This design comes from an exercise in tuning for small area on the open sky130 flow, not from production work.
The RTL was checked by simulation tests, not by an equivalence proof against the original design.
Power figures rest on the tool's default switching activity, not on a simulated workload.

`design.v`:
```
`default_nettype none
package data_mem_pkg;
  localparam int WORD_W = 32;
endpackage
`default_nettype wire
`default_nettype none
module resp_word_ram #(
  parameter int DEPTH_WORDS = 64,
  parameter int WORD_W      = 32,
  parameter int AW          = 6
) (
  input  logic              clk_i,
  input  logic              clr_ni,
  input  logic              we_i,
  input  logic [AW-1:0]     waddr_i,
  input  logic [WORD_W-1:0] wdata_i,
  input  logic              re_i,
  input  logic [AW-1:0]     raddr_i,
  output logic [WORD_W-1:0] rdata_o
);
  logic                   phase_q;
  logic [DEPTH_WORDS-1:0] valid_q;
  logic [WORD_W-1:0]      s_q [DEPTH_WORDS];
  logic [DEPTH_WORDS-1:0] wsel;
  logic [DEPTH_WORDS-1:0] rsel;
  logic [WORD_W-1:0]      wx;
  logic [WORD_W-1:0]      acc;
  logic                   hit;
  always_comb begin
    for (int i = 0; i < DEPTH_WORDS; i++) begin
      wsel[i] = we_i && (waddr_i == AW'(i));
      rsel[i] = (raddr_i == AW'(i));
    end
  end
  assign wx = wdata_i ^ {WORD_W{phase_q}};
  always_ff @(posedge clk_i or negedge clr_ni) begin
    if (!clr_ni) begin
      phase_q <= 1'b0;
      valid_q <= '0;
    end else begin
      phase_q <= ~phase_q;
      valid_q <= valid_q | wsel;
    end
  end
  for (genvar i = 0; i < DEPTH_WORDS; i++) begin : g_row
    resp_word_row #(.WORD_W(WORD_W)) u_row (
      .clk_i (clk_i),
      .we_i  (wsel[i]),
      .wen_i (~wsel[i]),
      .x_i   (wx),
      .s_o   (s_q[i])
    );
  end
  localparam int NG = (DEPTH_WORDS + 2) / 3;
  logic [3*NG-1:0] rsel_x;
  logic [NG-1:0]   grp_n [WORD_W];
  assign rsel_x = (3*NG)'(rsel);
  for (genvar b = 0; b < WORD_W; b++) begin : g_rbit
    for (genvar g = 0; g < NG; g++) begin : g_grp
      if (3*g + 2 < DEPTH_WORDS) begin : g_3
        resp_aoi222 u_aoi (
          .a0_i (rsel_x[3*g]),     .b0_i (s_q[3*g][b]),
          .a1_i (rsel_x[3*g + 1]), .b1_i (s_q[3*g + 1][b]),
          .a2_i (rsel_x[3*g + 2]), .b2_i (s_q[3*g + 2][b]),
          .y_o  (grp_n[b][g])
        );
      end else if (3*g + 1 < DEPTH_WORDS) begin : g_2
        resp_aoi22 u_aoi (
          .a0_i (rsel_x[3*g]),     .b0_i (s_q[3*g][b]),
          .a1_i (rsel_x[3*g + 1]), .b1_i (s_q[3*g + 1][b]),
          .y_o  (grp_n[b][g])
        );
      end else begin : g_1
        assign grp_n[b][g] = ~(rsel_x[3*g] & s_q[3*g][b]);
      end
    end
    assign acc[b] = ~&grp_n[b];
  end
  assign hit     = re_i && valid_q[raddr_i];
  assign rdata_o = {WORD_W{hit}} & (acc ^ {WORD_W{phase_q}});
endmodule
`default_nettype wire
`default_nettype none
module resp_word_row #(
  parameter int WORD_W = 32
) (
  input  logic              clk_i,
  input  logic              we_i,
  input  logic              wen_i,
  input  logic [WORD_W-1:0] x_i,
  output logic [WORD_W-1:0] s_o
);
  always_ff @(posedge clk_i) begin
    s_o <= ~((s_o | {WORD_W{we_i}}) & (x_i | {WORD_W{wen_i}}));
  end
endmodule
`default_nettype wire
`default_nettype none
module resp_aoi222 (
  input  logic a0_i, b0_i,
  input  logic a1_i, b1_i,
  input  logic a2_i, b2_i,
  output logic y_o
);
  assign y_o = ~((a0_i & b0_i) | (a1_i & b1_i) | (a2_i & b2_i));
endmodule
module resp_aoi22 (
  input  logic a0_i, b0_i,
  input  logic a1_i, b1_i,
  output logic y_o
);
  assign y_o = ~((a0_i & b0_i) | (a1_i & b1_i));
endmodule
`default_nettype wire
`default_nettype none
import data_mem_pkg::*;
module data_mem_responder #(
  parameter int DEPTH_WORDS = 64,
  parameter int LATENCY     = 2
) (
  input  logic        clk,
  input  logic        rst,
  input  logic        req_valid,
  output logic        req_ready,
  input  logic        req_write,
  input  logic [31:0] req_addr,
  input  logic [31:0] req_wdata,
  output logic        resp_valid,
  input  logic        resp_ready,
  output logic [31:0] resp_rdata,
  output logic        resp_err
);
  localparam int AW = (DEPTH_WORDS > 1) ? $clog2(DEPTH_WORDS) : 1;
  logic [2:0]    st_q;
  logic [AW-1:0] addr_q;
  logic          err_q;
  logic          ld_q;
  logic [31:0]   rdata_q;
  logic [31:0]   ram_rdata;
  logic          idle;
  logic          resp;
  logic          in_err;
  logic          wr_go;
  logic          resp_next;
  assign idle   = (st_q == 3'b000);
  assign resp   = st_q[2];
  assign in_err = (req_addr[1:0] != 2'b00) || ({2'b00, req_addr[31:2]} >= 32'(DEPTH_WORDS));
  assign wr_go  = idle && req_valid && req_write && !in_err;
  assign resp_next = (st_q == 3'b010) || (resp && !resp_ready);
  always_ff @(posedge clk or negedge rst) begin
    if (!rst) begin
      st_q <= 3'b000;
    end else begin
      case (st_q)
        3'b000:  st_q <= req_valid ? 3'b001 : 3'b000;
        3'b001:  st_q <= 3'b011;
        3'b011:  st_q <= 3'b010;
        3'b010:  st_q <= 3'b100;
        3'b100:  st_q <= resp_ready ? 3'b000 : 3'b100;
        default: st_q <= 3'b000;
      endcase
    end
  end
  always_ff @(posedge clk or negedge rst) begin
    if (!rst) begin
      rdata_q <= '0;
    end else begin
      rdata_q <= ram_rdata;
    end
  end
  always_ff @(posedge clk) begin
    if (idle) begin
      addr_q <= req_addr[AW+1:2];
      err_q  <= in_err;
      ld_q   <= !req_write && !in_err;
    end
  end
  resp_word_ram #(
    .DEPTH_WORDS (DEPTH_WORDS),
    .WORD_W      (WORD_W),
    .AW          (AW)
  ) u_ram (
    .clk_i   (clk),
    .clr_ni  (rst),
    .we_i    (wr_go),
    .waddr_i (req_addr[AW+1:2]),
    .wdata_i (req_wdata),
    .re_i    (resp_next && ld_q),
    .raddr_i (addr_q),
    .rdata_o (ram_rdata)
  );
  assign req_ready  = idle;
  assign resp_valid = resp;
  assign resp_rdata = rdata_q;
  assign resp_err   = resp && err_q;
endmodule
`default_nettype wire
```
`flow/run.sh`:
```
#!/bin/bash
# Standard layout with CTS and port-buffer options changed; each tool logs under orfs/logs.
set -euo pipefail
bash standard.sh "CTS_ARGS=-sink_clustering_enable -repair_clock_nets -dont_use_dummy_load -buf_list sky130_fd_sc_hd__clkbuf_8 -sink_clustering_size 14 -sink_clustering_max_diameter 45" 'BUFFER_PORTS_ARGS=-buffer_cell sky130_fd_sc_hd__buf_1' finish > standard.log 2>&1
```
`standard.sh`:
```
#!/bin/bash
# synth_recipe.tcl (not shown) runs the flow's synth.tcl, then flattens the netlist and writes it again
# the make line also repeats each setting of config.mk as NAME=value (left out here)
make -C /OpenROAD-flow-scripts/flow DESIGN_CONFIG=/design/flow/config.mk WORK_HOME=/design/flow/orfs CLKGATE_MAP_FILE= SYNTH_SCRIPT=/design/flow/synth_recipe.tcl "${@:-finish}"
```
`config.mk`:
```
export PLATFORM = sky130hd
export DESIGN_NAME = data_mem_responder
export DESIGN_NICKNAME = data_mem_responder
export VERILOG_FILES = /design/flow/design.v
export SDC_FILE = /design/flow/constraint.sdc
export NUM_CORES = 4
export LEC_CHECK = 0
export CAP_MARGIN = 10
export CELL_PAD_IN_SITES_DETAIL_PLACEMENT = 1
export CORE_MARGIN = 2
export CORE_UTILIZATION = 40
export PLACE_DENSITY = 0.5
export SETUP_SLACK_MARGIN = 0.3
export SLEW_MARGIN = 25
export SYNTH_HIERARCHICAL = 1
export SYNTH_MINIMUM_KEEP_SIZE = 0
```
`constraint.sdc`:
```
create_clock -name core_clock -period 5.0 [get_ports {clk}]
set_input_delay 1.0000 -clock core_clock [delete_from_list [all_inputs] [get_ports {clk}]]
set_output_delay 1.0000 -clock core_clock [all_outputs]
set_load 0.01 [all_outputs]
```
==> results of run 1 <==
==> path summary, 6_finish.rpt <==
kind                       depth (start not counted)  slack [ns]                     startpoint                            end
max                                               10        0.52                      addr_q[0]                     rdata_q[4]
min                                                3        0.25                      req_valid                        st_q[0]
max reg2reg                                       10        0.52                      addr_q[0]                     rdata_q[4]
min reg2reg                                        1        0.44  u_ram.g_row[34].u_row.s_o[22]  u_ram.g_row[34].u_row.s_o[22]
max in group asynchronous                          3        3.22                            rst              u_ram.valid_q[52]
min in group asynchronous                          2        0.68                            rst                    rdata_q[16]
==> Yosys stat by module (local to each module, per instance), excerpt <==
module | cells | cell area, um^2 | flops+latches
data_mem_responder | 68 | 1250 | 43
resp_aoi222 | 1 | 10.0 | 0
==> power groups by stage <==
stage	registers [mW]	clock network, mW	logic (mW)
finish	17.4	9.97	2.13
global route	17.4	10.7	2.16
CTS	17.4	10.1	2.05
detailed placement	17.8	0	2.05
global placement	17.8	0	2.02
floorplan	17.7	0	0.969
==> state kept, by name, summed over array words and instances, names as in the netlist <==
register	flops
u_ram.g_row.u_row.s_o	2048
u_ram.phase_q	1
err_q	1
u_ram.valid_q	64
st_q	3
addr_q	6
rdata_q	32
ld_q	1
==> area by class of cell <==
| class | count | area (um^2) |
|---|---|---|
| well taps | 2355 | 2950 |
| diodes | 12 | 30.0 |
| multi-input cells | 3411 | 25300 |
| fillers | 18900 | 99600 |
| repair buffers | 431 | 3380 |
| flip-flops and latches | 2156 | 43700 |
| clock buffers | 231 | 3180 |
| inverters | 66 | 248 |
==> cells by family after synthesis <==
kind of cell / share of synthesized area, %
buffers and inverters: 5.08
AOI/OAI and AO/OA: 29.0
muxes: 0.446
and+or+nand+nor: 3.74
xor gates and xnor gates: 0.780
DFF: 60.9
==> placed cells by master (no fill, tap or decap), drive strengths merged, types with 40 or more instances in the layout <==
| master | synthesis | final |
|---|---|---|
| nand4 | 132 | 132 |
| buf | 409 | 429 |
| nor2 | 81 | 81 |
| o22ai | 2050 | 2050 |
| inv | 66 | 66 |
| nand3 | 40 | 40 |
| dfrtp | 100 | 100 |
| a222oi | 672 | 672 |
| dfxtp | 2048 | 2048 |
| nand2b | 69 | 69 |
| nand2 | 115 | 115 |
| clkbuf | 15 | 232 |
==> routing by layer <==
layer	part of all wire, %	wire, um
met1	41	131000
met2	44	138000
met3	9.6	30500
met4	5.3	16800
met5	0.031	98
==> timing repair <==
| action | CTS | global route |
|---|---|---|
| setup endpoints to repair | 0 | 1 |
| buffers inserted | 0 | 0 |
| endpoints found under the hold margin | 7 | 0 |
| resized for setup | 0 | 1 |
| hold buffers | 1 | 0 |
==> per-stage QoR <==
step | power, mW | hold slack [ns] | cell area (um^2) | util, % | setup WS [ns]
2_1_floorplan | 18.7 | 0.421 | 71800 | - | 1.22
3_3_place_gp | 19.8 | 0.428 | 75400 | 42.3 | 0.375
3_5_place_dp | 19.8 | 0.436 | 75500 | 42.3 | 0.393
4_1_cts | 29.5 | 0.179 | 78700 | 44.1 | 0.459
5_1_grt | 30.2 | 0.254 | 78800 | 44.2 | 0.518
6_report | 29.5 | 0.252 | 78800 | 44.2 | 0.520
==> worst max-delay path, delay by kind of cell (launching register included) <==
family                 cells  cell delay (ns)
AO/OA/AOI/OAI              3             1.12
buffers and inverters      1             0.31
AND/OR/NAND/NOR            5             2.13
XOR/XNOR                   1             0.18
flip-flops                 1             0.59
==> run notes, run 1 <==
root buf cell clkbuf_8; Worst VDD drop roughly 220 uV; Post-synth ARST share around 4.6%; pin count of the biggest net entering global routing 65; die extent in x around 430 um; clk sink count around 2200; area leader, netlist dfxtp_1; power per cell area 374 nW/um^2; Synth area leaders dfxtp_1, o22ai_1, a222oi_1, dfrtp_1, buf_6; cell count after synthesis 6057; Initial Utilization between 40% and 50%; DP Wirelength 196 mm; Layout Cells excl Fill just under 9000; outcome finished clean; H-tree levels 4; layout cells sized above 1 11.6%; All-Layer GR Usage 33.1%; clock share of power 33.8%; min Tclk post-route 4.48 ns; vias in the first global route 60000; DR vias 62200; slowest CP cell a222oi_1; Max Clock Freq 223 MHz; std cell rows 155; critical setup path kind flip-flop to flip-flop; GPL Wtd Cong approximately 0.98; 1st-pass router iterations 8; grt ovf 0; Slew HR roughly 24%; CP max stage delay about 0.8 ns; initial antenna violation count 20; # port buffers a little over 100; WP data required 5.90 ns; met2 usage in global routing 50.0%; Sw Share 26.1%; synthesized area per cell 11.9 um^2; fin crit share 89.6%; nets 6366; Area Growth Syn to Fin 9.72%; Core Area 178000 um^2; setup TNS 0 ns; synth warn 12; Max Buffers Root-to-Sink 3; crit-path max FO 32; Antenna Violating Nets Remaining 0; Clock Skew between 0.1 and 0.15 ns; Internal Power 21.8 mW; Post-synth top cells dfxtp_1, o22ai_1, a222oi_1; DRT iter0 DRCs 9528; Leak Pwr 28.9 nW; Max Slew Vio Count 0; Synth Net Count 6126; Setup crit end kind flip-flop; I/O pins 104; Die Ht 428 um; hold violation count in the final report 0; RSZ-0062 raised after global routing no; met1 Usage GRT roughly 45%; WP data arrival 5.38 ns; #FFs+latches synth around 2200; Post-synth EDFFs 8; CTS tree done; Reg clk slew, reported paths 0.07 ns; WL final 316 mm; worst-skew pair later-pin latency about 1.0 ns; crit path launch type flip-flop; Worst-Margin Slew 1.14 ns; CTS Buf Count 231; Cell variety after synth 47; Reg power frac about 59%; met3 usage ~7.7%; sequential element share of the synthesized area just over 60%; mapped cell area 71800 um^2; worst-path cell chain nor2_1 -> nand2_1 -> nor2_2 -> buf_4 -> a222oi_1 -> nand4_1 -> or4_1 -> a2111oi_4 -> xnor2_1 -> a21oi_2; GRT Max-Usage Layer met2; Logic pwr share 7.2%; Worst Hold Class primary input to flip-flop; vias per inst 7.19; share of the synthesized area in the top cell type a little under three fifths; final setup violation count 0; Psw 7.71 mW; first-pass GRT wire length roughly 450 mm; dpl cells 8417; die footprint 183000 um^2; DR WL/cell 36.5 um; max cap viols 0; Main synth FF type dfxtp_1; Residual DRC 0
==> run 2: changes to the inputs <==
--- a/config.mk
+++ b/config.mk
@@ -6,11 +6,10 @@
 export NUM_CORES = 4
 export LEC_CHECK = 0
 export CAP_MARGIN = 10
-export CELL_PAD_IN_SITES_DETAIL_PLACEMENT = 1
 export CORE_MARGIN = 2
 export CORE_UTILIZATION = 40
-export PLACE_DENSITY = 0.5
-export SETUP_SLACK_MARGIN = 0.3
-export SLEW_MARGIN = 25
+export PLACE_DENSITY = 0.45
+export SETUP_SLACK_MARGIN = 0.2
+export SLEW_MARGIN = 20
 export SYNTH_HIERARCHICAL = 1
 export SYNTH_MINIMUM_KEEP_SIZE = 0
==> run notes, run 2 <==
crit path launch type flip-flop (unchanged); final setup violation count 0 (unchanged); RSZ-0062 raised after global routing no (unchanged); Biggest register u_ram.g_row.u_row.s_o (unchanged); Hold Path Cell Cnt 3 (unchanged); grt ovf 0 (unchanged); H-tree levels 5 (was 4); first-pass GRT wire length 448 mm (was 446 mm); # Post-CTS Setup Buffers 0 (unchanged); CTS tree done (unchanged); sequential element share of the synthesized area 60.9% (unchanged); initial antenna violation count 22 (was 20); fin crit share 86.8% (was 89.6%); vias in the first global route 58200 (was 60000); Main synth FF type dfxtp_1 (unchanged); Residual DRC 0 (unchanged); Leak Pwr 29.4 nW (was 28.9 nW); setup TNS 0 ns (unchanged); Setup WS pre-CTS 0.823 ns (was 0.393 ns); layout cells sized above 1 12.9% (was 11.6%); Post-synth ARST share 4.64% (unchanged); critical setup path kind flip-flop to flip-flop (unchanged); synthesized area per cell 11.9 um^2 (unchanged); std cell rows 155 (unchanged); root buf cell clkbuf_8 (unchanged); Final Util 44.7% (was 44.2%); #FFs+latches synth 2156 (unchanged); Core Area 178000 um^2 (unchanged); # port buffers 103 (unchanged); cell count after synthesis 6057 (unchanged); Worst VDD drop 258 uV (was 224 uV); Cell variety after synth 47 (unchanged); WP data arrival 5.30 ns (was 5.38 ns); Synth area leaders dfxtp_1, o22ai_1, a222oi_1, dfrtp_1, buf_6 (unchanged); power per cell area 383 nW/um^2 (was 374 nW/um^2); clk sink count 2156 (unchanged); Initial Utilization 40.3% (unchanged); DR vias 61800 (was 62200); pin count of the biggest net entering global routing 65 (unchanged); Max Slew Vio Count 0 (unchanged); I/O pins 104 (unchanged); Design Area, Final 79700 um^2 (was 78800 um^2); share of the synthesized area in the top cell type 57.1% (unchanged); crit-path max FO 20 (was 32); Area after DPL 75900 um^2 (was 75500 um^2); die extent in x 428 um (unchanged); WL final 319 mm (was 316 mm); WP data required 5.96 ns (was 5.90 ns); die footprint 183000 um^2 (unchanged); outcome finished clean (unchanged); CTS Buf Count 275 (was 231); DP Wirelength 199 mm (was 196 mm); mapped cell area 71800 um^2 (unchanged); Clock Skew 0.0893 ns (was 0.114 ns); area leader, netlist dfxtp_1 (unchanged); Area Growth Syn to Fin 11.0% (was 9.72%); Post-synth top cells dfxtp_1, o22ai_1, a222oi_1 (unchanged); Reg clk slew, reported paths 0.06 ns (was 0.07 ns); max cap viols 0 (unchanged); highest-count cells in the layout ignoring fill and taps o22ai_1, dfxtp_1, a222oi_1, buf_4, clkbuf_8 (unchanged); Synth Net Count 6126 (unchanged); max reg flops 2048 (unchanged); hold violation count in the final report 0 (unchanged); Die Ht 428 um (unchanged); GPL Wtd Cong 0.972 (was 0.982); Slew HR 16.3% (was 24.1%); All-Layer GR Usage 33.6% (was 33.1%); Post-synth EDFFs 8 (unchanged); 1st-pass router iterations 10 (was 8); min Tclk post-route 4.34 ns (was 4.48 ns); DR WL/cell 36.5 um (about the same); DRT iter0 DRCs 9717 (was 9528); worst-skew pair later-pin latency 1.07 ns (was 1.02 ns); vias per inst 7.06 (was 7.19); Max Buffers Root-to-Sink 4 (was 3); worst setup margin 0.662 ns (was 0.520 ns); Antenna Violating Nets Remaining 0 (unchanged); Setup crit end kind flip-flop (unchanged); Worst Hold Class primary input to flip-flop (unchanged); Reg2Reg Depth 10 (unchanged); nets 6456 (was 6366); Worst-Margin Slew 1.25 ns (was 1.14 ns); Regs by FF count u_ram.g_row.u_row.s_o x2048, u_ram.valid_q x64, rdata_q x32 (unchanged); synth warn 12 (unchanged); Max Clock Freq 231 MHz (was 223 MHz)
-- run 2: path summary, 6_finish.rpt --
check	start	to	slack (ns)
hold / removal	req_valid	st_q[0]	0.24
max in group asynchronous	rst	u_ram.valid_q[24]	3.31
hold reg to reg	u_ram.g_row[2].u_row.s_o[22]	u_ram.g_row[2].u_row.s_o[22]	0.44
setup / recovery	addr_q[2]	rdata_q[7]	0.66
min in group asynchronous	rst	rdata_q[4]	0.48
setup reg to reg	addr_q[2]	rdata_q[7]	0.66
-- run 2: area by class of cell --
class | instances | area [um^2]
antenna | 14 | 35.0
clock buffer | 275 | 3780
fill | 16700 | 98700
inverter | 66 | 248
multi-input combinational | 3411 | 25300
sequential | 2156 | 43700
tap | 2355 | 2950
timing repair buffer | 477 | 3670
-- run 2: report_power, final --
group          internal, mW  switching (mW)  leakage (nW)
Sequential             17.3           0.143          20.3
Clock                  4.90            6.12          1.98
Combinational         0.433            1.67          7.17
-- run 2: cell families (layout without fill, tap and decap cells) --
family / Yosys count / after routing / synth area share (%)
muxes: 32 / 32 / 0.446
AOI/OAI and AO/OA: 2808 / 2808 / 29.0
xor gates and xnor gates: 64 / 64 / 0.780
and+or+nand+nor: 507 / 507 / 3.74
other: 0 / 14 / 0
DFF: 2156 / 2156 / 60.9
buffers and inverters: 490 / 818 / 5.08
-- run 2: routing by layer --
metal	wire, um	vias up	GRT usage (%)
li1	-	26000	-
met1	134000	31700	45.6
met2	139000	3368	50.8
met3	26800	655	6.27
met4	18700	10	18.0
met5	72	-	0
-- run 2: worst max-delay path, cell delays in order, from the launching register on --
cell and delay [ns]:
edfxtp_1 0.62, nor2_1 0.16, nand2_1 0.40, nor2_2 0.30, buf_4 0.31, a222oi_1 0.57, nand4_1 0.49, or4_1 0.82
a2111oi_4 0.25, xnor2_1 0.15, a21boi_1 0.17
-- run 2: per-module statistics from Yosys (local to each module, per instance), a selection --
module | cell area, um^2 | copies in the design
data_mem_responder | 1250 | 1
resp_aoi222 | 10.0 | 672
-- run 2: per-stage QoR --
stage	instances	hold WS (ns)	power, mW
2_1_floorplan	6057	0.421	18.7
3_3_place_gp	8464	0.428	19.8
3_5_place_dp	8464	0.436	19.8
4_1_cts	8740	0.177	30.7
5_1_grt	8744	0.244	31.4
6_report	8754	0.239	30.5
-- run 2: repair_timing --
item | 4_1_cts | 5_1_grt
hold buffers | 1 | 0
resized for setup | 0 | 0
endpoints found under the hold margin | 25 | 0
==> run 3: changes to the inputs <==
==> flow/run.sh (replaced) <==
#!/bin/bash
# Standard layout with CTS and port-buffer options changed; each tool logs under orfs/logs.
set -euo pipefail
bash standard.sh "CTS_ARGS=-sink_clustering_enable -repair_clock_nets -dont_use_dummy_load -buf_list sky130_fd_sc_hd__clkbuf_8 -sink_clustering_size 17 -sink_clustering_max_diameter 50" 'BUFFER_PORTS_ARGS=-buffer_cell sky130_fd_sc_hd__buf_1' finish > standard.log 2>&1
--- a/config.mk
+++ b/config.mk
@@ -6,10 +6,11 @@
 export NUM_CORES = 4
 export LEC_CHECK = 0
 export CAP_MARGIN = 10
+export CELL_PAD_IN_SITES_DETAIL_PLACEMENT = 1
 export CORE_MARGIN = 2
 export CORE_UTILIZATION = 40
-export PLACE_DENSITY = 0.45
-export SETUP_SLACK_MARGIN = 0.2
-export SLEW_MARGIN = 20
+export PLACE_DENSITY = 0.5
+export SETUP_SLACK_MARGIN = 0.15
+export SLEW_MARGIN = 25
 export SYNTH_HIERARCHICAL = 1
 export SYNTH_MINIMUM_KEEP_SIZE = 0
==> run notes, run 3 <==
wire length on met1 131 mm (was 134 mm); 1st-pass router iterations 8 (was 10); R2R setup slack 0.27 ns (was 0.66 ns); nets 6325 (was 6456); #FFs+latches synth 2156 (unchanged); clk sink count 2156 (unchanged); CTS Hold Bufs 0 (was 1); WL final 315 mm (was 319 mm); top sig layer met5 (unchanged); Slew HR 21.8% (was 16.3%); grt ovf 0 (unchanged); first-pass GRT wire length 445 mm (was 448 mm); Main synth FF type dfxtp_1 (unchanged); CTS Buf Count 191 (was 275); Cell variety after synth 47 (unchanged); # port buffers 103 (unchanged); CTS tree done (unchanged); Worst Hold Class primary input to async pin (was primary input to flip-flop); Clock Skew 0.100 ns (was 0.0893 ns); Critical R2R Launch addr_q[4] (was addr_q[2]); Max Slew Vio Count 0 (unchanged); Synth Net Count 6126 (unchanged); sequential element share of the synthesized area 60.9% (unchanged); setup TNS 0 ns (unchanged); synthesized area per cell 11.9 um^2 (unchanged); Antenna Violating Nets Remaining 0 (unchanged); Worst-Margin Slew 1.17 ns (was 1.25 ns); final setup violation count 0 (unchanged); Reg2Reg Depth 10 (unchanged); Max Buffers Root-to-Sink 3 (was 4); critical setup path kind flip-flop to flip-flop (unchanged); DP Wirelength 196 mm (was 199 mm); Regs by FF count u_ram.g_row.u_row.s_o x2048, u_ram.valid_q x64, rdata_q x32 (unchanged); RSZ-0062 raised after global routing no (unchanged); area leader, netlist dfxtp_1 (unchanged); synth warn 12 (unchanged); min Tclk post-route 4.73 ns (was 4.34 ns); hold violation count in the final report 0 (unchanged); power per cell area 366 nW/um^2 (was 383 nW/um^2); die footprint 183000 um^2 (unchanged); Setup crit end kind flip-flop (unchanged); highest-count cells in the layout ignoring fill and taps o22ai_1, dfxtp_1, a222oi_1, buf_4, clkbuf_8 (unchanged); max cap viols 0 (unchanged); CTS resizes 0 (unchanged); Layout Cells excl Fill 8628 (was 8754); Leak Pwr 28.6 nW (was 29.4 nW); max reg flops 2048 (unchanged); root buf cell clkbuf_8 (unchanged); Reg clk slew, reported paths 0.08 ns (was 0.06 ns); WP data arrival 5.55 ns (was 5.30 ns); Worst VDD drop 191 uV (was 258 uV); dpl cells 8417 (was 8464); crit path launch type flip-flop (unchanged); Residual DRC 0 (unchanged); Area Growth Syn to Fin 8.96% (was 11.0%); outcome finished clean (unchanged); GPL Wtd Cong 0.982 (was 0.972); DR vias 62200 (was 61800); vias per inst 7.20 (was 7.06); worst setup path start addr_q[4] (was addr_q[2]); Setup WS pre-CTS 0.393 ns (was 0.823 ns); mapped cell area 71800 um^2 (unchanged); I/O pins 104 (unchanged); layout cells sized above 1 11.0% (was 12.9%); worst-skew pair later-pin latency 0.99 ns (was 1.07 ns); Synth area leaders dfxtp_1, o22ai_1, a222oi_1, dfrtp_1, buf_6 (unchanged); met2 routed WL 140 mm (was 139 mm); vias in the first global route 59700 (was 58200); Biggest register u_ram.g_row.u_row.s_o (unchanged); Initial Utilization 40.3% (unchanged); Fill cells 18900 (was 16700); H-tree levels 4 (was 5); std cell rows 155 (unchanged); Max Clock Freq 211 MHz (was 231 MHz); worst setup margin 0.267 ns (was 0.662 ns); FF-to-FF End rdata_q[9] (was rdata_q[7]); initial antenna violation count 22 (unchanged); Core Area 178000 um^2 (unchanged); total power draw 28.7 mW (was 30.5 mW); cell count after synthesis 6057 (unchanged); Die Ht 428 um (unchanged); WP data required 5.82 ns (was 5.96 ns); pin count of the biggest net entering global routing 65 (unchanged); # Post-CTS Setup Buffers 0 (unchanged); share of the synthesized area in the top cell type 57.1% (unchanged); fin crit share 94.7% (was 86.8%); WL met3 29.5 mm (was 26.8 mm); DR WL/cell 36.6 um (was 36.5 um); crit-path max FO 24 (was 20); All-Layer GR Usage 33.1% (was 33.6%); DRT iter0 DRCs 9455 (was 9717); Post-synth top cells dfxtp_1, o22ai_1, a222oi_1 (unchanged); Post-synth EDFFs 8 (unchanged); die extent in x 428 um (unchanged); Post-synth ARST share 4.64% (unchanged)
run 3: cell types whose count changed in the layout (fill, tap and decap cells not counted), moves of 2 or more:
cell	delta
clkbuf_8	-84
buf_4	-52
diode_2	+5
buf_6	+4
nor2_2	-4
buf_16	+3
nor2_1	+2
nor2_4	+2
run 3: area by class of cell:
type | instances | area, um^2 | share of cell area (%)
sequential | 2156 | 43700 | 55.9
clock buffer | 191 | 2630 | 3.36
antenna | 19 | 47.5 | 0.0607
timing repair buffer | 430 | 3370 | 4.31
multi-input combinational | 3411 | 25300 | 32.3
tap | 2355 | 2950 | 3.76
inverter | 66 | 248 | 0.317
run 3: modules after synthesis, one instance, submodules excluded, a selection:
module | cells inside | cell area, um^2 | flip-flops and latches | times used
data_mem_responder | 68 | 1250 | 43 | 1
resp_aoi222 | 1 | 10.0 | 0 | 672
run 3: cell families (layout without fill, tap and decap cells):
| family | count (synthesis) | in the layout | share of synthesized area [%] |
|---|---|---|---|
| AOI/OAI and AO/OA | 2808 | 2808 | 29.0 |
| xor gates and xnor gates | 64 | 64 | 0.780 |
| buffers and inverters | 490 | 687 | 5.08 |
| DFF | 2156 | 2156 | 60.9 |
| muxes | 32 | 32 | 0.446 |
| other | 0 | 19 | 0 |
| and+or+nand+nor | 507 | 507 | 3.74 |
run 3: worst max-delay path by stage:
stage / end / slack [ns]
6_report: rdata_q[9] / 0.27
5_1_grt: rdata_q[8] / 0.29
4_1_cts: rdata_q[8] / 0.49
3_5_place_dp: u_ram.g_row[21].u_row.s_o[30] / 0.39
3_3_place_gp: u_ram.g_row[21].u_row.s_o[18] / 0.37
2_1_floorplan: u_ram.g_row[0].u_row.s_o[11] / 1.22
run 3: through the flow:
step                      area, um^2  utilization [%]  hold slack (ns)
after CTS                      78200             43.8           0.0132
final                          78300             43.9           0.0797
after floorplan                71800                -            0.421
after global placement         75400             42.3            0.428
after detailed placement       75500             42.3            0.436
after global routing           78200             43.8           0.0719
run 3: worst max-delay path: stages (launching register included):
cell and delay [ns]:
edfxtp_1 0.50, nand2b_1 0.92, buf_4 0.33, nor2_2 0.12
buf_4 0.30, a222oi_1 0.61, nand4_1 0.51, or4_1 0.82
a2111oi_4 0.26, xnor2_1 0.18, a21oi_2 0.04
run 3: power by group:
group          internal (mW)  switching, mW
clock                   3.39           5.76
sequential              17.3          0.107
combinational          0.441           1.69
run 3: per-layer routing:
layer / GRT usage (%) / vias up
li1: - / 25800
met1: 44.9 / 32500
met2: 50.5 / 3245
met3: 7.02 / 591
met4: 14.8 / 12
met5: 0 / -
==> run 4: changes to the inputs <==
--- a/config.mk
+++ b/config.mk
@@ -10,7 +10,7 @@
 export CORE_MARGIN = 2
 export CORE_UTILIZATION = 40
 export PLACE_DENSITY = 0.5
-export SETUP_SLACK_MARGIN = 0.15
+export SETUP_SLACK_MARGIN = 0.3
 export SLEW_MARGIN = 25
 export SYNTH_HIERARCHICAL = 1
 export SYNTH_MINIMUM_KEEP_SIZE = 0
==> run notes, run 4 <==
first-pass GRT wire length 445 mm (unchanged); synthesized area per cell 11.9 um^2 (unchanged); CTS tree done (unchanged); worst-skew pair later-pin latency 0.99 ns (about the same); Post-synth top cells dfxtp_1, o22ai_1, a222oi_1 (unchanged); max cap viols 0 (unchanged); Sw Share 26.4% (about the same); synth warn 12 (unchanged); dpl cells 8417 (unchanged); CTS Buf Count 191 (unchanged); worst setup path start addr_q[0] (was addr_q[4]); CP max stage delay 0.81 ns (was 0.92 ns); Max Slew Vio Count 0 (unchanged); WP data arrival 5.39 ns (was 5.55 ns); setup TNS 0 ns (unchanged); Residual DRC 0 (unchanged); Logic pwr share 7.5% (was 7.4%); FF-to-FF End rdata_q[4] (was rdata_q[9]); fin crit share 91.0% (was 94.7%); highest-count cells in the layout ignoring fill and taps o22ai_1, dfxtp_1, a222oi_1, buf_4, clkbuf_8 (unchanged); worst setup margin 0.452 ns (was 0.267 ns); min Tclk post-route 4.55 ns (was 4.73 ns); Setup crit end kind flip-flop (unchanged); I/O pins 104 (unchanged); Worst-Margin Slew 1.17 ns (about the same); Area Growth Syn to Fin 8.97% (was 8.96%); Initial Utilization 40.3% (unchanged); Main synth FF type dfxtp_1 (unchanged); CTS Hold Bufs 0 (unchanged); Setup WS pre-CTS 0.393 ns (unchanged); Post-synth ARST share 4.64% (unchanged); DP Wirelength 196 mm (unchanged); Die Ht 428 um (unchanged); max reg flops 2048 (unchanged); vias in the first global route 59700 (unchanged); Max Buffers Root-to-Sink 3 (unchanged); Core Area 178000 um^2 (unchanged); Reg power frac 60.6% (about the same); crit-path max FO 32 (was 24); RSZ-0062 raised after global routing no (unchanged); power per cell area 366 nW/um^2 (about the same); worst-path cell chain nor2_1 -> nand2_1 -> nor2_2 -> buf_4 -> a222oi_1 -> nand4_1 -> or4_1 -> a2111oi_4 -> xnor2_1 -> a21oi_2 (was nand2b_1 -> buf_4 -> nor2_2 -> buf_4 -> a222oi_1 -> nand4_1 -> or4_1 -> a2111oi_4 -> xnor2_1 -> a21oi_2); Critical R2R Launch addr_q[0] (was addr_q[4]); sequential element share of the synthesized area 60.9% (unchanged); Worst Hold Class primary input to async pin (unchanged); DR vias 62300 (was 62200); pin count of the biggest net entering global routing 65 (unchanged); buffers and inverters on the worst path 1 (was 2); grt ovf 0 (unchanged); Layout Cells excl Fill 8628 (unchanged); Biggest register u_ram.g_row.u_row.s_o (unchanged); die extent in x 428 um (unchanged); Post-synth EDFFs 8 (unchanged); area leader, netlist dfxtp_1 (unchanged); 1st-pass router iterations 10 (was 8); final setup violation count 0 (unchanged); vias per inst 7.22 (was 7.20); Synth area leaders dfxtp_1, o22ai_1, a222oi_1, dfrtp_1, buf_6 (unchanged); total power draw 28.7 mW (about the same); share of the synthesized area in the top cell type 57.1% (unchanged); WP data required 5.85 ns (was 5.82 ns); std cell rows 155 (unchanged); die footprint 183000 um^2 (unchanged); cell count after synthesis 6057 (unchanged); Leak Pwr 28.6 nW (about the same); GPL Wtd Cong 0.982 (unchanged); outcome finished clean (unchanged); hold violation count in the final report 0 (unchanged); #FFs+latches synth 2156 (unchanged); Fill cells 18900 (about the same); Regs by FF count u_ram.g_row.u_row.s_o x2048, u_ram.valid_q x64, rdata_q x32 (unchanged); Worst VDD drop 191 uV (about the same); R2R setup slack 0.45 ns (was 0.27 ns); All-Layer GR Usage 33.1% (unchanged); Synth Net Count 6126 (unchanged); WL final 316 mm (was 315 mm); crit path launch type flip-flop (unchanged); DR WL/cell 36.6 um (about the same); initial antenna violation count 22 (unchanged); Reg clk slew, reported paths 0.08 ns (about the same); Antenna Violating Nets Remaining 0 (unchanged); Slew HR 21.9% (was 21.8%); DRT iter0 DRCs 9452 (was 9455); critical setup path kind flip-flop to flip-flop (unchanged); mapped cell area 71800 um^2 (unchanged); Internal Power 21.1 mW (about the same); H-tree levels 4 (unchanged); clock share of power 31.9% (about the same); clk sink count 2156 (unchanged); Psw 7.56 mW (about the same); delay-heaviest family, CP simple AND/OR/NAND/NOR gates (unchanged); Clock Skew 0.101 ns (was 0.100 ns); nets 6325 (unchanged); # port buffers 103 (unchanged); Max Clock Freq 220 MHz (was 211 MHz); Reg2Reg Depth 10 (unchanged); root buf cell clkbuf_8 (unchanged); layout cells sized above 1 11.0% (about the same); slowest CP cell a222oi_1 (was nand2b_1); Cell variety after synth 47 (unchanged)
==> run 4: layout make-up <==
class / count / area [um^2] / share of cell area (%)
tap: 2355 / 2950 / 3.76
multi-input combinational: 3411 / 25300 / 32.3
sequential: 2156 / 43700 / 55.9
inverter: 66 / 248 / 0.317
timing repair buffer: 430 / 3370 / 4.31
clock buffer: 191 / 2630 / 3.36
antenna: 19 / 47.5 / 0.0607
==> run 4: repair_timing <==
action                     CTS  global route
setup endpoints to repair    0             1
setup buffers                0             0
gates resized for setup      0             1
==> run 4: worst reg2reg max path: stages, from the launching register on <==
cell	delay (ns)
edfxtp_1	0.59
nor2_1	0.20
nand2_1	0.47
nor2_2	0.10
buf_4	0.30
a222oi_1	0.87
nand4_1	0.72
or4_1	0.70
a2111oi_4	0.28
xnor2_1	0.18
a21oi_2	0.05
==> run 4: how the worst max path moves through the flow <==
| stage | to | slack, ns | cells past startpoint |
|---|---|---|---|
| 5_1_grt | rdata_q[17] | 0.53 | 10 |
| 2_1_floorplan | u_ram.g_row[0].u_row.s_o[11] | 1.22 | 4 |
| 4_1_cts | rdata_q[8] | 0.49 | 10 |
| 6_report | rdata_q[4] | 0.45 | 10 |
| 3_5_place_dp | u_ram.g_row[21].u_row.s_o[30] | 0.39 | 12 |
| 3_3_place_gp | u_ram.g_row[21].u_row.s_o[18] | 0.37 | 12 |
==> run 4: routing by layer <==
metal  track usage [%]  vias up  share of wire (%)
met2              50.5     3246                 44
met3              7.02      597                9.3
li1                  -    25800                  -
met4              14.8       12                4.8
met1              44.9    32700                 42
met5                 0        -              0.027
==> run 4: power by group through the flow <==
stage | combinational [mW] | clock (mW) | sequential, mW
floorplan | 0.969 | 0 | 17.7
global placement | 2.02 | 0 | 17.8
detailed placement | 2.05 | 0 | 17.8
CTS | 2.05 | 9.23 | 17.4
global route | 2.15 | 9.85 | 17.4
finish | 2.14 | 9.15 | 17.4
==> run 4: logic make-up after synthesis <==
kind of cell / share of synthesized area [%]
XOR/XNOR: 0.780
AO/OA/AOI/OAI: 29.0
multiplexers: 0.446
flip-flops: 60.9
AND/OR/NAND/NOR: 3.74
buffers and inverters: 5.08
==> run 4: through the flow <==
step | util (%) | hold slack (ns) | cell area [um^2]
after detailed placement | 42.3 | 0.436 | 75500
after global placement | 42.3 | 0.428 | 75400
after global routing | 43.8 | 0.0719 | 78200
final | 43.9 | 0.0744 | 78300
after floorplan | - | 0.421 | 71800
after CTS | 43.8 | 0.0132 | 78200
==> run 4: Yosys stat by module, one instance, submodules excluded, a selection <==
module / cells / times used / cell area, um^2 / flops+latches
data_mem_responder: 68 / 1 / 1250 / 43
resp_aoi222: 1 / 672 / 10.0 / 0
==> run 5: changes to the inputs <==
--- a/design.v
+++ b/design.v
@@ -15,7 +15,7 @@
   input  logic [AW-1:0]     waddr_i,
   input  logic [WORD_W-1:0] wdata_i,
   input  logic              re_i,
-  input  logic [AW-1:0]     raddr_i,
+  input  logic [11:0]       raddr_pd_i,   
   output logic [WORD_W-1:0] rdata_o
 );
   logic                   phase_q;
@@ -29,7 +29,7 @@
   always_comb begin
     for (int i = 0; i < DEPTH_WORDS; i++) begin
       wsel[i] = we_i && (waddr_i == AW'(i));
-      rsel[i] = (raddr_i == AW'(i));
+      rsel[i] = raddr_pd_i[i % 4] && raddr_pd_i[4 + (i / 4) % 4] && raddr_pd_i[8 + (i / 16) % 4];
     end
   end
   assign wx = wdata_i ^ {WORD_W{phase_q}};
@@ -76,7 +76,7 @@
     end
     assign acc[b] = ~&grp_n[b];
   end
-  assign hit     = re_i && valid_q[raddr_i];
+  assign hit     = re_i && |(rsel & valid_q);
   assign rdata_o = {WORD_W{hit}} & (acc ^ {WORD_W{phase_q}});
 endmodule
 `default_nettype wire
@@ -132,7 +132,8 @@
 );
   localparam int AW = (DEPTH_WORDS > 1) ? $clog2(DEPTH_WORDS) : 1;
   logic [2:0]    st_q;
-  logic [AW-1:0] addr_q;
+  logic [11:0]   addr_pd_q;   
+  logic [11:0]   addr_pd;
   logic          err_q;
   logic          ld_q;
   logic [31:0]   rdata_q;
@@ -143,6 +144,13 @@
   logic          wr_go;
   logic          resp_next;
   assign idle   = (st_q == 3'b000);
+  always_comb begin
+    for (int g = 0; g < 3; g++) begin
+      for (int k = 0; k < 4; k++) begin
+        addr_pd[4*g + k] = (req_addr[2 + 2*g +: 2] == 2'(k));
+      end
+    end
+  end
   assign resp   = st_q[2];
   assign in_err = (req_addr[1:0] != 2'b00) || ({2'b00, req_addr[31:2]} >= 32'(DEPTH_WORDS));
   assign wr_go  = idle && req_valid && req_write && !in_err;
@@ -170,7 +178,7 @@
   end
   always_ff @(posedge clk) begin
     if (idle) begin
-      addr_q <= req_addr[AW+1:2];
+      addr_pd_q <= addr_pd;
       err_q  <= in_err;
       ld_q   <= !req_write && !in_err;
     end
@@ -186,7 +194,7 @@
     .waddr_i (req_addr[AW+1:2]),
     .wdata_i (req_wdata),
     .re_i    (resp_next && ld_q),
-    .raddr_i (addr_q),
+    .raddr_pd_i (addr_pd_q),
     .rdata_o (ram_rdata)
   );
   assign req_ready  = idle;
--- a/config.mk
+++ b/config.mk
@@ -10,7 +10,7 @@
 export CORE_MARGIN = 2
 export CORE_UTILIZATION = 40
 export PLACE_DENSITY = 0.5
-export SETUP_SLACK_MARGIN = 0.3
+export SETUP_SLACK_MARGIN = 0.15
 export SLEW_MARGIN = 25
 export SYNTH_HIERARCHICAL = 1
 export SYNTH_MINIMUM_KEEP_SIZE = 0
==> run notes, run 5 <==
outcome finished clean (unchanged); max reg flops 2048 (unchanged); std cell rows 155 (unchanged); # port buffers 103 (unchanged); area leader, netlist dfxtp_1 (unchanged); Worst VDD drop 227 uV (was 191 uV); Setup crit end kind flip-flop (unchanged); min Tclk post-route 4.66 ns (was 4.55 ns); Cell variety after synth 45 (was 47); DR WL/cell 36.7 um (was 36.6 um); H-tree levels 4 (unchanged); hold violation count in the final report 0 (unchanged); DRT iter0 DRCs 10200 (was 9452); GPL Wtd Cong 0.967 (was 0.982); crit-path max FO 26 (was 32); Core Area 178000 um^2 (about the same); worst-skew pair later-pin latency 0.97 ns (was 0.99 ns); cell count after synthesis 6071 (was 6057); Post-synth ARST share 4.63% (was 4.64%); Regs by FF count u_ram.g_row.u_row.s_o x2048, u_ram.valid_q x64, rdata_q x32 (unchanged); final setup violation count 0 (unchanged); Die Ht 427 um (was 428 um); first-pass GRT wire length 448 mm (was 445 mm); RSZ-0062 raised after global routing no (unchanged); synth warn 12 (unchanged); Post-synth EDFFs 14 (was 8); Critical R2R Launch addr_pd_q[6] (was addr_q[0]); max cap viols 0 (unchanged); Hold EP st_q[0]; nets 6313 (was 6325); 1st-pass router iterations 10 (unchanged); CTS Buf Count 190 (was 191); Layout Cells excl Fill 8614 (was 8628); grt ovf 0 (unchanged); Slew HR 23.6% (was 21.9%); vias in the first global route 59900 (was 59700); Synth area leaders dfxtp_1, o22ai_1, a222oi_1, dfrtp_1, buf_6 (unchanged); register area 43900 um^2 (was 43700 um^2); highest-count cells in the layout ignoring fill and taps o22ai_1, dfxtp_1, a222oi_1, buf_4, clkbuf_8 (unchanged); initial antenna violation count 37 (was 22); Reg2Reg Depth 8 (was 10); Antenna Violating Nets Remaining 0 (unchanged); Hold Crit Start req_valid; clk sink count 2162 (was 2156); DP Wirelength 197 mm (was 196 mm); layout cells sized above 1 9.98% (was 11.0%); dpl cells 8403 (was 8417); crit path launch type flip-flop (unchanged); Main synth FF type dfxtp_1 (unchanged); DR vias 62300 (about the same); vias per inst 7.24 (was 7.22); Initial Utilization 40.2% (was 40.3%); critical setup path kind flip-flop to flip-flop (unchanged); Reg clk slew, reported paths 0.08 ns (about the same); Max Slew Vio Count 0 (unchanged); Hold Path Cell Cnt 3; Max Clock Freq 215 MHz (was 220 MHz); FF-to-FF End rdata_q[22] (was rdata_q[4]); Worst-Margin Slew 1.15 ns (was 1.17 ns); die footprint 182000 um^2 (was 183000 um^2); WP data required 5.89 ns (was 5.85 ns); Residual DRC 0 (unchanged); Clock Skew 0.104 ns (was 0.101 ns); mapped cell area 71600 um^2 (was 71800 um^2); R2R setup slack 0.34 ns (was 0.45 ns); Max Buffers Root-to-Sink 3 (unchanged); leading cell type in the layout, fill and taps excluded o22ai_1; Synth Net Count 6140 (was 6126); sequential element share of the synthesized area 61.3% (was 60.9%); Leak Pwr 28.6 nW (about the same); root buf cell clkbuf_8 (unchanged); Multi-input gate area 24700 um^2 (was 25300 um^2); share of the synthesized area in the top cell type 57.3% (was 57.1%); fin crit share 93.2% (was 91.0%); Area Growth Syn to Fin 8.48% (was 8.97%); All-Layer GR Usage 33.4% (was 33.1%); #FFs+latches synth 2162 (was 2156); setup TNS 0 ns (unchanged); Fill cells 18800 (was 18900); I/O pins 104 (unchanged); die extent in x 427 um (was 428 um); pin count of the biggest net entering global routing 65 (unchanged); WP data arrival 5.55 ns (was 5.39 ns); synthesized area per cell 11.8 um^2 (was 11.9 um^2); # Post-CTS Setup Buffers 0 (unchanged); power per cell area 383 nW/um^2 (was 366 nW/um^2); top-count cell post-synth o22ai_1; Post-synth top cells o22ai_1, dfxtp_1, a222oi_1 (was dfxtp_1, o22ai_1, a222oi_1); Biggest register u_ram.g_row.u_row.s_o (unchanged); CTS tree done (unchanged); Worst Hold Class primary input to flip-flop (was primary input to async pin); WL final 316 mm (about the same)
## run 5: cell types whose count changed in the layout (fill, tap and decap cells not counted), moves of 9 or more
cell / delta
nor2_2: -56
and3_1: +37
mux2i_1: -32
a2111oi_2: +30
a2111oi_4: -30
and3_2: +30
a211oi_1: +29
a21oi_2: -22
buf_12: -13
nand4_1: +13
a21boi_1: -9
## run 5: cells by family (layout without fill, tap and decap cells)
group | count (synthesis) | in the layout | synth area share (%)
other | 0 | 17 | 0
and+or+nand+nor | 517 | 517 | 4.05
buffers and inverters | 508 | 679 | 5.09
xor gates and xnor gates | 64 | 64 | 0.783
AOI/OAI and AO/OA | 2820 | 2820 | 28.7
DFF | 2162 | 2162 | 61.3
## run 5: what timing repair did
item                                   4_1_cts  5_1_grt
hold buffers                                 1        0
resized for setup                            0        0
endpoints found under the hold margin       18        0
## run 5: worst max-delay path, cell delays in order (launching register included)
cell and delay (ns):
edfxtp_1 0.83, and3_1 0.61, buf_4 0.36, a222oi_1 0.62
nand4_1 0.63, or4_1 0.77, a2111oi_2 0.41, xnor2_1 0.10
a211oi_1 0.23
## run 5: power by group
part           total [mW]  internal, mW  switching (mW)
clock network        9.11          3.37            5.73
registers            17.5          17.3           0.173
logic                3.17         0.471            2.70
total                29.8          21.2            8.61
## run 5: per-layer routing
layer / track usage (%) / wire length, um / vias up
li1: - / - / 25900
met1: 44.2 / 128000 / 32500
met2: 50.1 / 138000 / 3302
met3: 8.23 / 31000 / 687
met4: 18.1 / 18300 / 30
met5: 0 / 241 / -
## run 5: final cells by class
cell class                      count  area share [%]
Sequential cell                  2162            56.6
Multi-Input combinational cell   3401            31.8
Timing Repair Buffer              422            4.08
Tap cell                         2355            3.79
Clock buffer                      190            3.37
Inverter                           67           0.324
Antenna cell                       17          0.0548
## run 5: modules after synthesis (local to each module, per instance), a selection
module              area [um^2]  times used  flip-flops and latches  cells
data_mem_responder         1500           1                      49     86
resp_aoi222                10.0         672                       0      1
## run 5: how the worst max path moves through the flow
stage | from | end | slack [ns]
global route | addr_pd_q[6] | rdata_q[18] | 0.31
global placement | req_addr[15] | u_ram.g_row[36].u_row.s_o[16] | 0.46
CTS | addr_pd_q[6] | rdata_q[22] | 0.53
finish | addr_pd_q[6] | rdata_q[22] | 0.34
detailed placement | req_addr[8] | u_ram.g_row[36].u_row.s_o[18] | 0.38
floorplan | st_q[2] | u_ram.g_row[12].u_row.s_o[21] | 1.20
## run 5: stage by stage
step           cell area (um^2)  setup WS, ns  power (mW)  utilization [%]  hold slack, ns
2_1_floorplan             71600          1.20        19.1                -           0.421
3_3_place_gp              74800         0.462        20.9             42.0           0.428
3_5_place_dp              74900         0.379        20.9             42.0           0.436
4_1_cts                   77500         0.530        29.7             43.5           0.249
5_1_grt                   77600         0.310        30.5             43.6           0.323
6_report                  77700         0.342        29.8             43.6           0.329
==> run 6: changes to the inputs <==
--- a/config.mk
+++ b/config.mk
@@ -9,7 +9,7 @@
 export CELL_PAD_IN_SITES_DETAIL_PLACEMENT = 1
 export CORE_MARGIN = 2
 export CORE_UTILIZATION = 40
-export PLACE_DENSITY = 0.5
+export PLACE_DENSITY = 0.55
 export SETUP_SLACK_MARGIN = 0.15
 export SLEW_MARGIN = 25
 export SYNTH_HIERARCHICAL = 1
==> run notes, run 6 <==
Layout Cells excl Fill 8575 (was 8614); WP data required 5.86 ns (was 5.89 ns); CP max stage delay 0.80 ns (was 0.83 ns); All-Layer GR Usage 33.2% (was 33.4%); GPL Wtd Cong 1.01 (was 0.967); CTS Buf Count 181 (was 190); RSZ-0062 raised after global routing no (unchanged); vias per inst 7.34 (was 7.24); Max Clock Freq 218 MHz (was 215 MHz); Worst VDD drop 282 uV (was 227 uV); highest-count cells in the layout ignoring fill and taps o22ai_1, dfxtp_1, a222oi_1, buf_4, clkbuf_8 (unchanged); Setup WS pre-CTS 0.654 ns (was 0.379 ns); outcome finished clean (unchanged); Reg2Reg Depth 8 (unchanged); Cell variety after synth 45 (unchanged); max cap viols 0 (unchanged); CTS tree done (unchanged); CTS Hold Bufs 0 (was 1); synth warn 12 (unchanged); 1st-pass router iterations 10 (unchanged); Max Buffers Root-to-Sink 3 (unchanged); nets 6273 (was 6313); Synth Net Count 6140 (unchanged); share of the synthesized area in the top cell type 57.3% (unchanged); Post-synth top cells o22ai_1, dfxtp_1, a222oi_1 (unchanged); Residual DRC 0 (unchanged); initial antenna violation count 37 (unchanged); # Post-CTS Setup Buffers 0 (unchanged); Max Slew Vio Count 0 (unchanged); # port buffers 103 (unchanged); critical path depth 8 (unchanged); vias in the first global route 60800 (was 59900); first-pass GRT wire length 446 mm (was 448 mm); Slew HR 22.8% (was 23.6%); Post-synth EDFFs 14 (unchanged); Synth area leaders dfxtp_1, o22ai_1, a222oi_1, dfrtp_1, buf_6 (unchanged); Biggest register u_ram.g_row.u_row.s_o (unchanged); R2R setup slack 0.40 ns (was 0.34 ns); Area after DPL 74600 um^2 (was 74900 um^2); leading cell type in the layout, fill and taps excluded o22ai_1 (unchanged); FF-to-FF End rdata_q[10] (was rdata_q[22]); min Tclk post-route 4.60 ns (was 4.66 ns); WL final 314 mm (was 316 mm); std cell rows 155 (unchanged); top-count cell post-synth o22ai_1 (unchanged); delay-heaviest family, CP simple AND/OR/NAND/NOR gates (unchanged); Area Growth Syn to Fin 7.88% (was 8.48%); Main synth FF type dfxtp_1 (unchanged); Setup crit end kind flip-flop (unchanged); H-tree levels 4 (unchanged); cell count after synthesis 6071 (unchanged); Regs by FF count u_ram.g_row.u_row.s_o x2048, u_ram.valid_q x64, rdata_q x32 (unchanged); crit-path max FO 16 (was 26); critical setup path kind flip-flop to flip-flop (unchanged); DRT iter0 DRCs 10500 (was 10200); power per cell area 380 nW/um^2 (was 383 nW/um^2); Design Area, Final 77200 um^2 (was 77700 um^2); mapped cell area 71600 um^2 (unchanged); synthesized area per cell 11.8 um^2 (unchanged); worst setup margin 0.402 ns (was 0.342 ns); Clock Skew 0.163 ns (was 0.104 ns); Worst Hold Class primary input to async pin (was primary input to flip-flop); total power draw 29.4 mW (was 29.8 mW); final setup violation count 0 (unchanged); DR vias 62900 (was 62300); layout cells sized above 1 9.59% (was 9.98%); sequential element share of the synthesized area 61.3% (unchanged); worst-skew pair later-pin latency 1.02 ns (was 0.97 ns); WP data arrival 5.46 ns (was 5.55 ns); Leak Pwr 28.4 nW (was 28.6 nW); clk sink count 2162 (unchanged); Antenna Violating Nets Remaining 0 (unchanged); Core Area 178000 um^2 (unchanged); grt ovf 0 (unchanged); CTS resizes 0 (unchanged); Post-synth ARST share 4.63% (unchanged); fin crit share 92.0% (was 93.2%); die footprint 182000 um^2 (unchanged); crit path launch type flip-flop (unchanged); slowest CP cell nand4_1 (was edfxtp_1); DP Wirelength 195 mm (was 197 mm); Initial Utilization 40.2% (unchanged); area leader, netlist dfxtp_1 (unchanged); Reg clk slew, reported paths 0.09 ns (was 0.08 ns); die extent in x 427 um (unchanged); I/O pins 104 (unchanged); Die Ht 427 um (unchanged); Worst-Margin Slew 1.16 ns (was 1.15 ns); worst-path cell chain and3_1 -> buf_4 -> a222oi_1 -> nand4_1 -> or4_1 -> a2111oi_2 -> xnor2_1 -> a211oi_2 (was and3_1 -> buf_4 -> a222oi_1 -> nand4_1 -> or4_1 -> a2111oi_2 -> xnor2_1 -> a211oi_1); setup TNS 0 ns (unchanged); DR WL/cell 36.6 um (was 36.7 um); pin count of the biggest net entering global routing 65 (unchanged); dpl cells 8372 (was 8403); max reg flops 2048 (unchanged); hold violation count in the final report 0 (unchanged); Critical R2R Launch addr_pd_q[3] (was addr_pd_q[6]); root buf cell clkbuf_8 (unchanged); #FFs+latches synth 2162 (unchanged); buffers and inverters on the worst path 1 (unchanged)
[run 6: Yosys stat by module (local to each module, per instance), a selection]
module              cell area, um^2  flip-flops and latches  times used  cells
resp_aoi222                    10.0                       0         672      1
data_mem_responder             1500                      49           1     86
[run 6: metrics by stage]
stage	util (%)	hold WS, ns
after global routing	43.3	0.118
after detailed placement	41.8	0.436
final	43.3	0.0965
after floorplan	-	0.421
after global placement	41.8	0.428
after CTS	43.2	0.0426
[run 6: final cells by class]
class | instances | area, um^2
Fill cell | 18900 | 101000
Inverter | 67 | 251
Timing Repair Buffer | 391 | 2850
Multi-Input combinational cell | 3401 | 24700
Sequential cell | 2162 | 43900
Tap cell | 2355 | 2950
Antenna cell | 18 | 45.0
Clock buffer | 181 | 2490
[run 6: per-layer routing]
metal | share of wire (%) | vias up | GRT usage [%] | wire (um)
met5 | 0.025 | - | 0.0265 | 80
met4 | 6.9 | 14 | 21.0 | 21600
li1 | - | 25800 | - | -
met3 | 11 | 808 | 8.60 | 34300
met1 | 39 | 32500 | 42.8 | 122000
met2 | 43 | 3756 | 49.3 | 136000
[run 6: cell families after synthesis]
group                  after synthesis  synth area share, %
AO/OA/AOI/OAI                     2820                 28.7
flip-flops                        2162                 61.3
AND/OR/NAND/NOR                    517                 4.05
buffers and inverters              508                 5.09
XOR/XNOR                            64                0.783
[run 6: worst max-delay path by stage]
stage	endpoint	from	slack [ns]
2_1_floorplan	u_ram.g_row[12].u_row.s_o[21]	st_q[2]	1.20
3_3_place_gp	rdata_q[13]	addr_pd_q[5]	0.65
3_5_place_dp	rdata_q[13]	addr_pd_q[5]	0.65
4_1_cts	rdata_q[25]	addr_pd_q[5]	0.62
5_1_grt	rdata_q[25]	addr_pd_q[3]	0.43
6_report	rdata_q[10]	addr_pd_q[3]	0.40
[run 6: power by group]
| part | switching, mW | internal [mW] |
|---|---|---|
| registers | 0.170 | 17.3 |
| clock network | 5.64 | 3.22 |
| logic | 2.63 | 0.411 |
[run 6: worst reg2reg max path, delay by kind of cell, from the launching register on]
| kind | cells | cell delay [ns] |
|---|---|---|
| flip-flops | 1 | 0.69 |
| buffers and inverters | 1 | 0.32 |
| AND/OR/NAND/NOR | 3 | 2.07 |
| AO/OA/AOI/OAI | 3 | 1.28 |
| XOR/XNOR | 1 | 0.13 |
==> run 7: changes to the inputs <==
==> flow/run.sh (replaced) <==
#!/bin/bash
# Standard layout with CTS and port-buffer options changed; each tool logs under orfs/logs.
set -euo pipefail
bash standard.sh "CTS_ARGS=-sink_clustering_enable -repair_clock_nets -dont_use_dummy_load -buf_list sky130_fd_sc_hd__clkbuf_8 -sink_clustering_size 14 -sink_clustering_max_diameter 45" 'BUFFER_PORTS_ARGS=-buffer_cell sky130_fd_sc_hd__buf_1' finish > standard.log 2>&1
--- a/config.mk
+++ b/config.mk
@@ -9,8 +9,8 @@
 export CELL_PAD_IN_SITES_DETAIL_PLACEMENT = 1
 export CORE_MARGIN = 2
 export CORE_UTILIZATION = 40
-export PLACE_DENSITY = 0.55
-export SETUP_SLACK_MARGIN = 0.15
+export PLACE_DENSITY = 0.5
+export SETUP_SLACK_MARGIN = 0.3
 export SLEW_MARGIN = 25
 export SYNTH_HIERARCHICAL = 1
 export SYNTH_MINIMUM_KEEP_SIZE = 0
==> run notes, run 7 <==
Design Area, Final 78200 um^2 (was 77200 um^2); Initial Utilization 40.2% (unchanged); DR WL/cell 36.7 um (was 36.6 um); 1st-pass router iterations 8 (was 10); Max Clock Freq 218 MHz (about the same); max reg flops 2048 (unchanged); Logic pwr share 10.5% (was 10.4%); clock share of power 32.3% (was 30.2%); Worst-Margin Slew 1.14 ns (was 1.16 ns); max cap viols 0 (unchanged); WP data required 5.95 ns (was 5.86 ns); initial antenna violation count 38 (was 37); #FFs+latches synth 2162 (unchanged); Synth Net Count 6140 (unchanged); Leak Pwr 28.9 nW (was 28.4 nW); worst-path cell chain and3_1 -> buf_4 -> a222oi_1 -> nand4_1 -> or4_1 -> a2111oi_2 -> xnor2_1 -> a211oi_1 (was and3_1 -> buf_4 -> a222oi_1 -> nand4_1 -> or4_1 -> a2111oi_2 -> xnor2_1 -> a211oi_2); Setup crit end kind flip-flop (unchanged); Reg clk slew, reported paths 0.07 ns (was 0.09 ns); top-count cell post-synth o22ai_1 (unchanged); Antenna Violating Nets Remaining 0 (unchanged); clk sink count 2162 (unchanged); cell count after synthesis 6071 (unchanged); delay-heaviest family, CP simple AND/OR/NAND/NOR gates (unchanged); Sw Share 28.7% (about the same); slowest CP cell or4_1 (was nand4_1); met1 Usage GRT 44.7% (was 42.8%); area leader, netlist dfxtp_1 (unchanged); Psw 8.78 mW (was 8.44 mW); Internal Power 21.8 mW (was 20.9 mW); Regs by FF count u_ram.g_row.u_row.s_o x2048, u_ram.valid_q x64, rdata_q x32 (unchanged); layout cells sized above 1 10.5% (was 9.59%); Worst Hold Class primary input to flip-flop (was primary input to async pin); Area after DPL 74900 um^2 (was 74600 um^2); CTS resizes 0 (unchanged); nets 6350 (was 6273); Worst VDD drop 254 uV (was 282 uV); All-Layer GR Usage 33.5% (was 33.2%); DP Wirelength 197 mm (was 195 mm); synth warn 12 (unchanged); Post-synth EDFFs 14 (unchanged); outcome finished clean (unchanged); vias in the first global route 60200 (was 60800); die extent in x 427 um (unchanged); crit path launch type flip-flop (unchanged); Reg power frac 57.2% (was 59.5%); WL final 317 mm (was 314 mm); Area Growth Syn to Fin 9.21% (was 7.88%); Post-synth top cells o22ai_1, dfxtp_1, a222oi_1 (unchanged); pin count of the biggest net entering global routing 65 (unchanged); met3 usage 7.35% (was 8.60%); GPL Wtd Cong 0.967 (was 1.01); CTS Buf Count 226 (was 181); leading cell type in the layout, fill and taps excluded o22ai_1 (unchanged); grt ovf 0 (unchanged); I/O pins 104 (unchanged); DR vias 62500 (was 62900); crit-path max FO 19 (was 16); root buf cell clkbuf_8 (unchanged); Main synth FF type dfxtp_1 (unchanged); Slew HR 23.9% (was 22.8%); std cell rows 155 (unchanged); CP max stage delay 0.82 ns (was 0.80 ns); met2 usage in global routing 50.6% (was 49.3%); die footprint 182000 um^2 (unchanged); Die Ht 427 um (unchanged); Core Area 178000 um^2 (unchanged); setup TNS 0 ns (unchanged); vias per inst 7.22 (was 7.34); Biggest register u_ram.g_row.u_row.s_o (unchanged); share of the synthesized area in the top cell type 57.3% (unchanged); DRT iter0 DRCs 9705 (was 10500); fin crit share 91.9% (was 92.0%); Fill cells 18800 (was 18900); # port buffers 103 (unchanged); first-pass GRT wire length 450 mm (was 446 mm); buffers and inverters on the worst path 1 (unchanged); min Tclk post-route 4.60 ns (about the same); sequential element share of the synthesized area 61.3% (unchanged); Residual DRC 0 (unchanged); synthesized area per cell 11.8 um^2 (unchanged); CTS tree done (unchanged); WP data arrival 5.55 ns (was 5.46 ns); worst-skew pair later-pin latency 1.06 ns (was 1.02 ns); Post-synth ARST share 4.63% (unchanged); power per cell area 391 nW/um^2 (was 380 nW/um^2); Max Buffers Root-to-Sink 3 (unchanged); Max Slew Vio Count 0 (unchanged); register area 43900 um^2 (unchanged); GRT Max-Usage Layer met2 (unchanged); RSZ-0062 raised after global routing no (unchanged); critical setup path kind flip-flop to flip-flop (unchanged); final setup violation count 0 (unchanged); hold violation count in the final report 0 (unchanged); highest-count cells in the layout ignoring fill and taps o22ai_1, dfxtp_1, a222oi_1, buf_4, clkbuf_8 (unchanged); Synth area leaders dfxtp_1, o22ai_1, a222oi_1, dfrtp_1, buf_6 (unchanged); Clock Skew 0.128 ns (was 0.163 ns); Cell variety after synth 45 (unchanged); H-tree levels 4 (unchanged); Multi-input gate area 24700 um^2 (about the same); mapped cell area 71600 um^2 (unchanged)
## run 7: cell counts after synthesis
No cell type changed its count.
## run 7: area by class of cell
type / count / area share [%]
flip-flops and latches: 2162 / 56.2
multi-input cells: 3401 / 31.6
repair buffers: 423 / 4.07
clock buffers: 226 / 3.98
well taps: 2355 / 3.77
inverters: 67 / 0.322
diodes: 26 / 0.0832
## run 7: worst min-delay path: cells and delay by family
family | cells | cell delay [ns]
simple gates | 2 | 0.14
buf+inv | 1 | 0.09
## run 7: what timing repair did
| action | CTS | global route |
|---|---|---|
| hold buffers | 1 | 0 |
| endpoints found under the hold margin | 36 | 0 |
| buffers inserted | 0 | 1 |
| endpoints found under the setup margin | 0 | 2 |
## run 7: per-stage QoR
stage / setup slack, ns / instances / hold WS, ns / total power, mW / utilization, %
after floorplan: 1.20 / 6071 / 0.421 / 19.1 / -
final: 0.404 / 8660 / 0.257 / 30.5 / 43.9
after detailed placement: 0.379 / 8403 / 0.436 / 20.9 / 42.0
after CTS: 0.466 / 8630 / 0.208 / 30.5 / 43.8
after global routing: 0.361 / 8644 / 0.274 / 31.3 / 43.9
after global placement: 0.462 / 8401 / 0.428 / 20.9 / 42.0
## run 7: power by group through the flow
stage | clock [mW] | combinational, mW | sequential [mW]
6_report | 9.88 | 3.20 | 17.5
5_1_grt | 10.6 | 3.19 | 17.5
4_1_cts | 9.98 | 3.03 | 17.5
3_5_place_dp | 0 | 3.03 | 17.9
3_3_place_gp | 0 | 2.99 | 17.9
2_1_floorplan | 0 | 1.37 | 17.7
## run 7: metal layers
| metal | routed length [um] | share of wire [%] |
|---|---|---|
| met5 | 202 | 0.064 |
| met4 | 18400 | 5.8 |
| met3 | 29600 | 9.3 |
| met2 | 140000 | 44 |
| met1 | 130000 | 41 |
## run 7: kinds of logic after synthesis
| family | share of synthesized area (%) |
|---|---|
| XOR/XNOR | 0.783 |
| buffers and inverters | 5.09 |
| flip-flops | 61.3 |
| AO/OA/AOI/OAI | 28.7 |
| AND/OR/NAND/NOR | 4.05 |
## run 7: final timing paths
check	from	to	slack, ns	depth (start not counted)
setup / recovery	addr_pd_q[9]	rdata_q[14]	0.40	8
hold / removal	req_valid	st_q[0]	0.26	3
setup reg to reg	addr_pd_q[9]	rdata_q[14]	0.40	8
hold reg to reg	u_ram.g_row[61].u_row.s_o[3]	u_ram.g_row[61].u_row.s_o[3]	0.44	1
max in group asynchronous	rst	u_ram.valid_q[53]	3.64	3
min in group asynchronous	rst	u_ram.valid_q[0]	0.54	2
## run 7: modules after synthesis (local to each module, per instance), a selection
module,flops+latches,copies in the design
resp_aoi222,0,672
data_mem_responder,49,1

## port drivers added, routing unchanged
No port has a modelled driver above. Below, the same layouts with a new extraction and two added sets of constraints. Step 1 sets driving cells, clkbuf_16 on the clock port and buf_2 on the other inputs (assumed; they add their load-dependent delay and slew). Step 2 adds t to the input delays and takes it off the output delays; t is the mean of the earliest and latest rising clock arrival at the registers after step 1. Input paths then give back, and output paths get back, about the clock's delay inside the block. Three values: ideal, step 1, step 2; two values: the first two.
| run | shift t [ns] | slack for setup (ns) | worst setup path after step 2 | slew at the worst register clock pin (ns) |
|---|---|---|---|---|
| run 1 | 1.058 | 0.520 / 0.520 / 0.307 | input to register | 0.10 / 0.10 |
| run 2 | 1.112 | 0.662 / 0.662 / 0.662 | register to register | 0.09 / 0.09 |
| run 3 | 1.032 | 0.267 / 0.267 / 0.267 | register to register | 0.12 / 0.12 |
| run 4 | 1.032 | 0.452 / 0.452 / 0.407 | input to register | 0.12 / 0.12 |
| run 5 | 1.039 | 0.342 / 0.342 / 0.314 | input to register | 0.11 / 0.11 |
| run 6 | 1.021 | 0.402 / 0.402 / 0.402 | register to register | 0.11 / 0.11 |
| run 7 | 1.087 | 0.404 / 0.404 / 0.293 | input to register | 0.10 / 0.10 |
After both steps every run listed still meets setup and hold. For run 1, which loses most, drivers alone change the setup slack by 0.000 ns; drivers and shift together by -0.213 ns.
